Context: an optimization exercise on an open-source flow, tuned for small area, a short achievable clock period and few clock cycles per item. The choices shown serve that exercise and are no tape-out recipe. In this exercise RTL edits were held to simulation tests only and were not proved equivalent to the original. Power figures rest on the tool's default switching activity, not on a simulated workload.

Setup of fjord:
==> flow/design.v (excerpt) <==
module host_envelope_deframer_crc16_core #(
	parameter int ENVELOPE_BYTES    = 40,
	parameter int INNER_FRAME_BYTES = 36
) (
	input  logic                           clk,
	input  logic                           arst_n,
	input  logic                           cfg_we,
	input  logic [hedc_pkg::CFG_IDX_W-1:0] cfg_idx,
	input  logic [7:0]                     cfg_data,
	input  logic                           rx_valid,
	output logic                           rx_stall,
	input  logic [7:0]                     rx_byte,
	output logic                           out_valid,
	input  logic                           out_stall,
	output logic [7:0]                     out_byte,
	output logic                           out_last
);
	localparam int         NS   = 38;         
	localparam logic [5:0] DMAX = 6'(NS - 1);
	function automatic logic [5:0] dstep(input logic [5:0] d);
		dstep = (d == 6'd0) ? DMAX : d - 6'd1;
	endfunction
	logic [7:0] start_q, env_ver_q, marker_q, fver_q, kind_q;
	logic       in_v, sk_v;
	logic [7:0] in_b, sk_b;
	logic       in_st, sk_st;
	logic       stall_q;     
	logic [7:0] drum [NS];
	logic [7:0] tap;         
	logic [5:0] dr, dw, df;  
  ...
clock: 5.0 ns
lec_check: 0
abc_area: 1
abc_clock_period_in_ps: 2000
cap_margin: 20
core_margin: 2
core_utilization: 40
cts_cluster_diameter: 70
cts_cluster_size: 34
place_density: 0.6
setup_slack_margin: 2.95
slew_margin: 20
standard.sh (not shown) runs the stock make flow with config.mk's settings and CLKGATE_MAP_FILE= SYNTH_SCRIPT=/design/flow/synth_recipe.tcl, a recipe that flattens the netlist after the stock synthesis.
==> flow/flow/run.sh <==
#!/bin/bash
# The standard layout (the standard.sh, ORFS synthesis to finish), with
# the port buffers that buffer_ports inserts made sky130_fd_sc_hd__buf_2
# instead of the delay cell it picks by default. Everything else, including
# synthesis, floorplan, power grid and tap cells, is the standard flow.
set -euo pipefail
cd "$(dirname "$0")/.."
bash standard.sh 'BUFFER_PORTS_ARGS=-buffer_cell sky130_fd_sc_hd__buf_2' finish > run_make.log 2>&1
fjord | status: complete | timing, DRC, antenna: pass
Testbench counts of fjord, summed over its fixed seeds: cycles 19,364, beats 12,008.
Input changes introduced in amber (baseline for comparison: fjord):
# fjord
export LEC_CHECK = 0
export ABC_AREA = 1
export ABC_CLOCK_PERIOD_IN_PS = 2000
export CAP_MARGIN = 20
export CORE_MARGIN = 2
export CORE_UTILIZATION = 40
export CTS_CLUSTER_DIAMETER = 70
export CTS_CLUSTER_SIZE = 34
export PLACE_DENSITY = 0.6
export SETUP_SLACK_MARGIN = 2.95
export SLEW_MARGIN = 20
create_clock -name core_clock -period 5.0 [get_ports {clk}]
# amber
export LEC_CHECK = 0
export ABC_AREA = 1
export ABC_CLOCK_PERIOD_IN_PS = 2000
export CAP_MARGIN = 20
export CORE_MARGIN = 2
export CORE_UTILIZATION = 40
export CTS_CLUSTER_DIAMETER = 80
export CTS_CLUSTER_SIZE = 28
export PLACE_DENSITY = 0.6
export SETUP_SLACK_MARGIN = 2.95
export SLEW_MARGIN = 20
create_clock -name core_clock -period 5.0 [get_ports {clk}]
==> flow/run.sh (new file) <==
#!/bin/bash
# synth_recipe.tcl (not shown) runs the flow's synth.tcl, then flattens the netlist and writes it again
# the make line also repeats each setting of config.mk as NAME=value (left out here)
make -C /OpenROAD-flow-scripts/flow DESIGN_CONFIG=/design/flow/config.mk WORK_HOME=/design/flow/orfs CLKGATE_MAP_FILE= SYNTH_SCRIPT=/design/flow/synth_recipe.tcl finish
removed: flow/flow/run.sh
removed: flow/standard.sh
--- outcome ---
The final layouts of fjord and amber pass the timing, DRC and antenna checks. Compared with fjord, amber degrades area of all placed cells without fillers. The run with more setup slack is amber; fjord has less. Slowest library cell on the worst path: sky130_fd_sc_hd__edfxtp_1 -> fjord, sky130_fd_sc_hd__dfrtp_1 -> amber. Row register fraction of the total cell area: amber lower / fjord higher. fjord has higher share of the clock period used by the worst path than amber. Compared with fjord, amber shows a higher core utilization. As far as clock transition at the registers of the reported paths is concerned, fjord and amber perform about the same. amber vs. fjord: count of vias placed by the detailed router went up, total power went down.

========
## alpha
host_envelope_deframer_crc16_core again, from the RTL that the note above started with.
==> flow/config.mk <==
export PLATFORM = sky130hd
export DESIGN_NAME = host_envelope_deframer_crc16_core
export DESIGN_NICKNAME = host_envelope_deframer_crc16_core
export VERILOG_FILES = /design/flow/design.v
export SDC_FILE = /design/flow/constraint.sdc
export NUM_CORES = 4
export LEC_CHECK = 0
export ABC_AREA = 1
export ABC_CLOCK_PERIOD_IN_PS = 2000
export CAP_MARGIN = 20
export CORE_MARGIN = 2
export CORE_UTILIZATION = 40
export CTS_CLUSTER_DIAMETER = 80
export CTS_CLUSTER_SIZE = 28
export PLACE_DENSITY = 0.6
export SETUP_SLACK_MARGIN = 2.95
export SLEW_MARGIN = 20
==> flow/constraint.sdc <==
create_clock -name core_clock -period 5.0 [get_ports {clk}]
set_input_delay 1.0000 -clock core_clock [delete_from_list [all_inputs] [get_ports {clk}]]
set_output_delay 1.0000 -clock core_clock [all_outputs]
set_load 0.01 [all_outputs]
==> flow/flow/run.sh <==
#!/bin/bash
# The standard layout (the standard.sh, ORFS synthesis to finish), with
# two changes to how the layout is made:
#  - the port buffers that buffer_ports inserts are sky130_fd_sc_hd__buf_2
#    instead of the delay cell it picks by default;
#  - clock tree synthesis runs with the standard arguments (and the cluster
#    settings of config.mk) but inserts no dummy loads.
# Everything else, including synthesis, floorplan, power grid and tap cells,
# is the standard flow.
set -euo pipefail
cd "$(dirname "$0")/.."
bash standard.sh \
	'BUFFER_PORTS_ARGS=-buffer_cell sky130_fd_sc_hd__buf_2' \
	'CTS_ARGS=-sink_clustering_enable -repair_clock_nets -sink_clustering_size 28 -sink_clustering_max_diameter 80 -dont_use_dummy_load -distance_between_buffers 1000 -branching_point_buffers_distance 1000' \
	finish > run_make.log 2>&1
alpha: done, clean on timing, DRC and antenna
Testbench counts of alpha, summed over its fixed seeds: cycles 19,364, beats 12,008.
Setup changes, alpha to beta
- ABC_AREA no longer set, was 1
- SETUP_SLACK_MARGIN now 3.0, was 2.95
==> flow/run.sh (new file) <==
#!/bin/bash
# synth_recipe.tcl (not shown) runs the flow's synth.tcl, then flattens the netlist and writes it again
# the make line also repeats each setting of config.mk as NAME=value (left out here)
make -C /OpenROAD-flow-scripts/flow DESIGN_CONFIG=/design/flow/config.mk WORK_HOME=/design/flow/orfs CLKGATE_MAP_FILE= SYNTH_SCRIPT=/design/flow/synth_recipe.tcl finish
removed: flow/flow/run.sh
removed: flow/standard.sh
[summary]
Comparing the two runs side by side, beta comes out ahead of alpha on worst slew slack as a fraction of its limit. Row final cell count without fillers: beta lower / alpha higher. Routed wire length on met3 in beta vs alpha: down about 3.4%. Lower wire length was reported by alpha, not beta. In beta, count of standard-cell rows is lower than in alpha. The clock input transition at the sequential cells of the worst setup and hold paths on alpha is in line with that on beta. Side by side, switching share of power turned out lower in beta than in alpha. Compared with alpha, beta shows a lower measured slew at the worst slew-check pin. Comparing critical path depth for beta and alpha, the bigger number came from beta. Register-to-register setup slack down 320 ps in beta wrt alpha.

afterwards: timing with drivers on the ports:
How much do the figures lean on ideal ports? The routed layouts below were timed once more, with nothing changed but the port constraints.
Step 1 (the two cells are an assumption about what drives the block):
set clk [get_ports {clk}]
set_driving_cell -lib_cell sky130_fd_sc_hd__clkbuf_16 $clk
set_driving_cell -lib_cell sky130_fd_sc_hd__buf_2 [delete_from_list [all_inputs] $clk]
Step 2, shift: input delay + t, output delay - t, t = (earliest + latest rising clock arrival at the registers) / 2. This alone moves slack from input paths to output paths.
Slacks: ideal ports / drivers / drivers and shift; pairs: ideal ports / drivers.
run | t (ns) | setup WS [ns] | hold WS [ns] | worst slew at a driven data input, ns | pins driven straight from the clock port
fjord | 0.580 | 2.884 / 2.837 / 2.800 | 0.328 / 0.328 / 0.328 | 0.03 | 1
amber | 0.572 | 2.917 / 2.870 / 2.431 | 0.322 / 0.322 / 0.322 | 0.04 | 1
alpha | 0.551 | 2.913 / 2.866 / 2.821 | 0.269 / 0.269 / 0.269 | 0.03 | 1
beta | 0.572 | 2.645 / 2.645 / 2.449 | 0.325 / 0.325 / 0.325 | 0.05 | 1
After both steps every run listed still meets setup and hold. The setup slack of amber, which loses most, moves by -0.047 ns with the drivers and by -0.486 ns with both steps.
